This is an optimization exercise on Yosys and OpenROAD, whose aim is small area, not a production implementation.
The RTL was checked by simulation tests, not by an equivalence proof against the original design.
Power and IR drop assume default switching activity.

run 1:
Design ir_stage, start of the top module:
module ir_stage (
  input  logic               clk_i,
  input  logic               rst_ni,
  input  logic               ir_flush_i,
  input  ir_pkg::lane_mask_t us_valid_i,
  input  ir_pkg::pc_t        us_pc0_i,
  input  ir_pkg::pc_t        us_pc1_i,
  input  ir_pkg::instr_t     us_instr0_i,
  input  ir_pkg::instr_t     us_instr1_i,
  output ir_pkg::lane_mask_t ir_rdy_o,
  output ir_pkg::reg_addr_t  rf_raddr_p0_0_o,
  output ir_pkg::reg_addr_t  rf_raddr_p0_1_o,
  output ir_pkg::reg_addr_t  rf_raddr_p1_0_o,
  output ir_pkg::reg_addr_t  rf_raddr_p1_1_o,
  input  ir_pkg::xlen_t      rf_rdata_p0_0_i,
  input  ir_pkg::xlen_t      rf_rdata_p0_1_i,
  input  ir_pkg::xlen_t      rf_rdata_p1_0_i,
  input  ir_pkg::xlen_t      rf_rdata_p1_1_i,
  input  ir_pkg::reg_addr_t  rf_waddr0_i,
  input  ir_pkg::xlen_t      rf_wdata0_i,
  input  logic               rf_we0_i,
  input  ir_pkg::reg_addr_t  rf_waddr1_i,
  input  ir_pkg::xlen_t      rf_wdata1_i,
  input  logic               rf_we1_i,
  input  ir_pkg::reg_addr_t  rf_waddr2_i,
  input  ir_pkg::xlen_t      rf_wdata2_i,
  input  logic               rf_we2_i,
  input  ir_pkg::lane_mask_t ds_rdy_i,
  output ir_pkg::lane_mask_t ir_valid_o,
  output logic               ira_is0_o,
  output ir_pkg::pc_t        ira_pc_o,
  output ir_pkg::reg_addr_t  ira_rs1_o,
  output ir_pkg::reg_addr_t  ira_rs2_o,
  output ir_pkg::reg_addr_t  ira_rd_o,
  output logic               ira_rd_we_o,
  output ir_pkg::op_class_e  ira_class_o,
  output ir_pkg::pc_t        irb_pc_o,
  output ir_pkg::reg_addr_t  irb_rs1_o,
  output ir_pkg::reg_addr_t  irb_rs2_o,
  output ir_pkg::reg_addr_t  irb_rd_o,
  output logic               irb_rd_we_o,
  output ir_pkg::op_class_e  irb_class_o,
  output ir_pkg::xlen_t      ira_op0_o,
  output ir_pkg::xlen_t      ira_op1_o,
  output ir_pkg::xlen_t      irb_op0_o,
  output ir_pkg::xlen_t      irb_op1_o
);
Size: roughly 960 cells after synthesis, ~210 flip-flops, about 630 I/O pins.
clock: 5.0 ns
lec_check: 0
cap_margin: 20
core_area: 2 2 318 88
die_area: 0 0 320 90
place_density: 0.6
slew_margin: 20
standard.sh (not shown) runs the stock make flow with config.mk's settings and CLKGATE_MAP_FILE= SYNTH_SCRIPT=/design/flow/synth_recipe.tcl, a recipe that flattens the netlist after the stock synthesis.
==> flow/flow/run.sh <==
#!/bin/bash
# The standard layout, with the port buffers buffer_ports inserts taken
# as sky130_fd_sc_hd__buf_1 instead of the cell it picks by default.
set -euo pipefail
export BUFFER_PORTS_ARGS="-buffer_cell sky130_fd_sc_hd__buf_1"
export CTS_ARGS="-sink_clustering_enable -repair_clock_nets -dont_use_dummy_load -sink_clustering_size 24 -sink_clustering_max_diameter 50"
bash standard.sh > standard.log 2>&1
Run 1 | status: complete | timing, DRC, antenna: pass
diff inputs: run 1 => run 2
-- flow/flow/run.sh --
<<< run 1, line 6
export CTS_ARGS="-sink_clustering_enable -repair_clock_nets -dont_use_dummy_load -sink_clustering_size 24 -sink_clustering_max_diameter 50"
>>> run 2, line 6
export CTS_ARGS="-sink_clustering_enable -repair_clock_nets -dont_use_dummy_load -buf_list sky130_fd_sc_hd__clkbuf_4 -root_buf sky130_fd_sc_hd__clkbuf_4 -sink_clustering_size 9 -sink_clustering_max_diameter 30"
-- flow/config.mk --
<<< run 1, line 9
export CORE_AREA = 2 2 318 88
export DIE_AREA = 0 0 320 90
export PLACE_DENSITY = 0.6
>>> run 2, line 9
export CORE_AREA = 2 2 288 78
export DIE_AREA = 0 0 290 80
export PLACE_DENSITY = 0.65
[summary]
- Run 1 reports its worst min-delay path class as reg2reg while run 2 reports in2async.
- Run 1 → run 2: utilization after layout saw an increase; power saw a decrease; clock-pin slew on the worst setup and hold paths saw an increase; remaining global-route overflow saw little to no change.
- On register area, run 2 and run 1 are basically level.
--- input diff run 2..run 3 ---
-- flow/flow/run.sh --
<<< run 2, line 6
export CTS_ARGS="-sink_clustering_enable -repair_clock_nets -dont_use_dummy_load -buf_list sky130_fd_sc_hd__clkbuf_4 -root_buf sky130_fd_sc_hd__clkbuf_4 -sink_clustering_size 9 -sink_clustering_max_diameter 30"
>>> run 3, line 6
export CTS_ARGS="-sink_clustering_enable -repair_clock_nets -dont_use_dummy_load -buf_list sky130_fd_sc_hd__clkbuf_8 -root_buf sky130_fd_sc_hd__clkbuf_8 -sink_clustering_size 16 -sink_clustering_max_diameter 40"
-- flow/config.mk --
<<< run 2, line 9
export CORE_AREA = 2 2 288 78
export DIE_AREA = 0 0 290 80
export PLACE_DENSITY = 0.65
>>> run 3, line 9
export CORE_AREA = 2 2 318 88
export DIE_AREA = 0 0 320 90
export PLACE_DENSITY = 0.6
## What came out
[compare] base=run 2 new=run 3: final area rose by 1.3%; die area rose by 24%; final instance count without filler cells rose by 73. Utilization (lower): run 3.
Changes in run 4 relative to run 3:
-- flow/flow/run.sh --
<<< run 3, line 6
export CTS_ARGS="-sink_clustering_enable -repair_clock_nets -dont_use_dummy_load -buf_list sky130_fd_sc_hd__clkbuf_8 -root_buf sky130_fd_sc_hd__clkbuf_8 -sink_clustering_size 16 -sink_clustering_max_diameter 40"
>>> run 4, line 6
export CTS_ARGS="-sink_clustering_enable -repair_clock_nets -dont_use_dummy_load"
[summary]
Run 4 vs run 3 — post-route met1 wirelength rose 0.33%.
On total global routing track utilization, run 3 and run 4 are basically level.
Sequential share of power ends up higher on run 3.
Run 3 → run 4: iteration count of the initial detailed-routing pass decreased 4; area growth from synthesis to layout now larger; post-route core utilization increased 0.82 points.
Total power: run 4 above run 3
Run 4 vs. run 3: post-route standard cell area excluding fillers went up by about 2%.
Re final hold violation count: no difference whatsoever between run 4 and run 3.

re-timing with driven ports:
Ports are ideal in the flow. The routed layouts listed here were re-timed in OpenROAD.
Step 1 assumes that a clkbuf_16 drives the clock port and a buf_2 every other input.
Step 2 times the ports against the registers' clock, not the clock port: input delays grow and output delays shrink by t, the midpoint of the rising clock arrivals with the driver on.
Slacks: ideal / step 1 / step 2; pairs: ideal / step 1.
run | t (ns) | slack for setup (ns) | hold WS [ns] | worst setup path at the end | worst slew at a driven data input, ns
run 1 | 0.510 | 1.381 / 1.335 / 1.845 | 0.474 / 0.474 / 0.474 | register to output | 0.11
run 2 | 0.688 | 1.146 / 1.108 / 1.796 | 0.352 / 0.368 / 0.471 | register to output | 0.14
run 3 | 0.559 | 1.347 / 1.303 / 1.863 | 0.476 / 0.476 / 0.476 | register to output | 0.11
run 4 | 0.530 | 1.346 / 1.300 / 1.829 | 0.469 / 0.469 / 0.469 | register to output | 0.11
After both steps setup and hold are still met in every run listed.
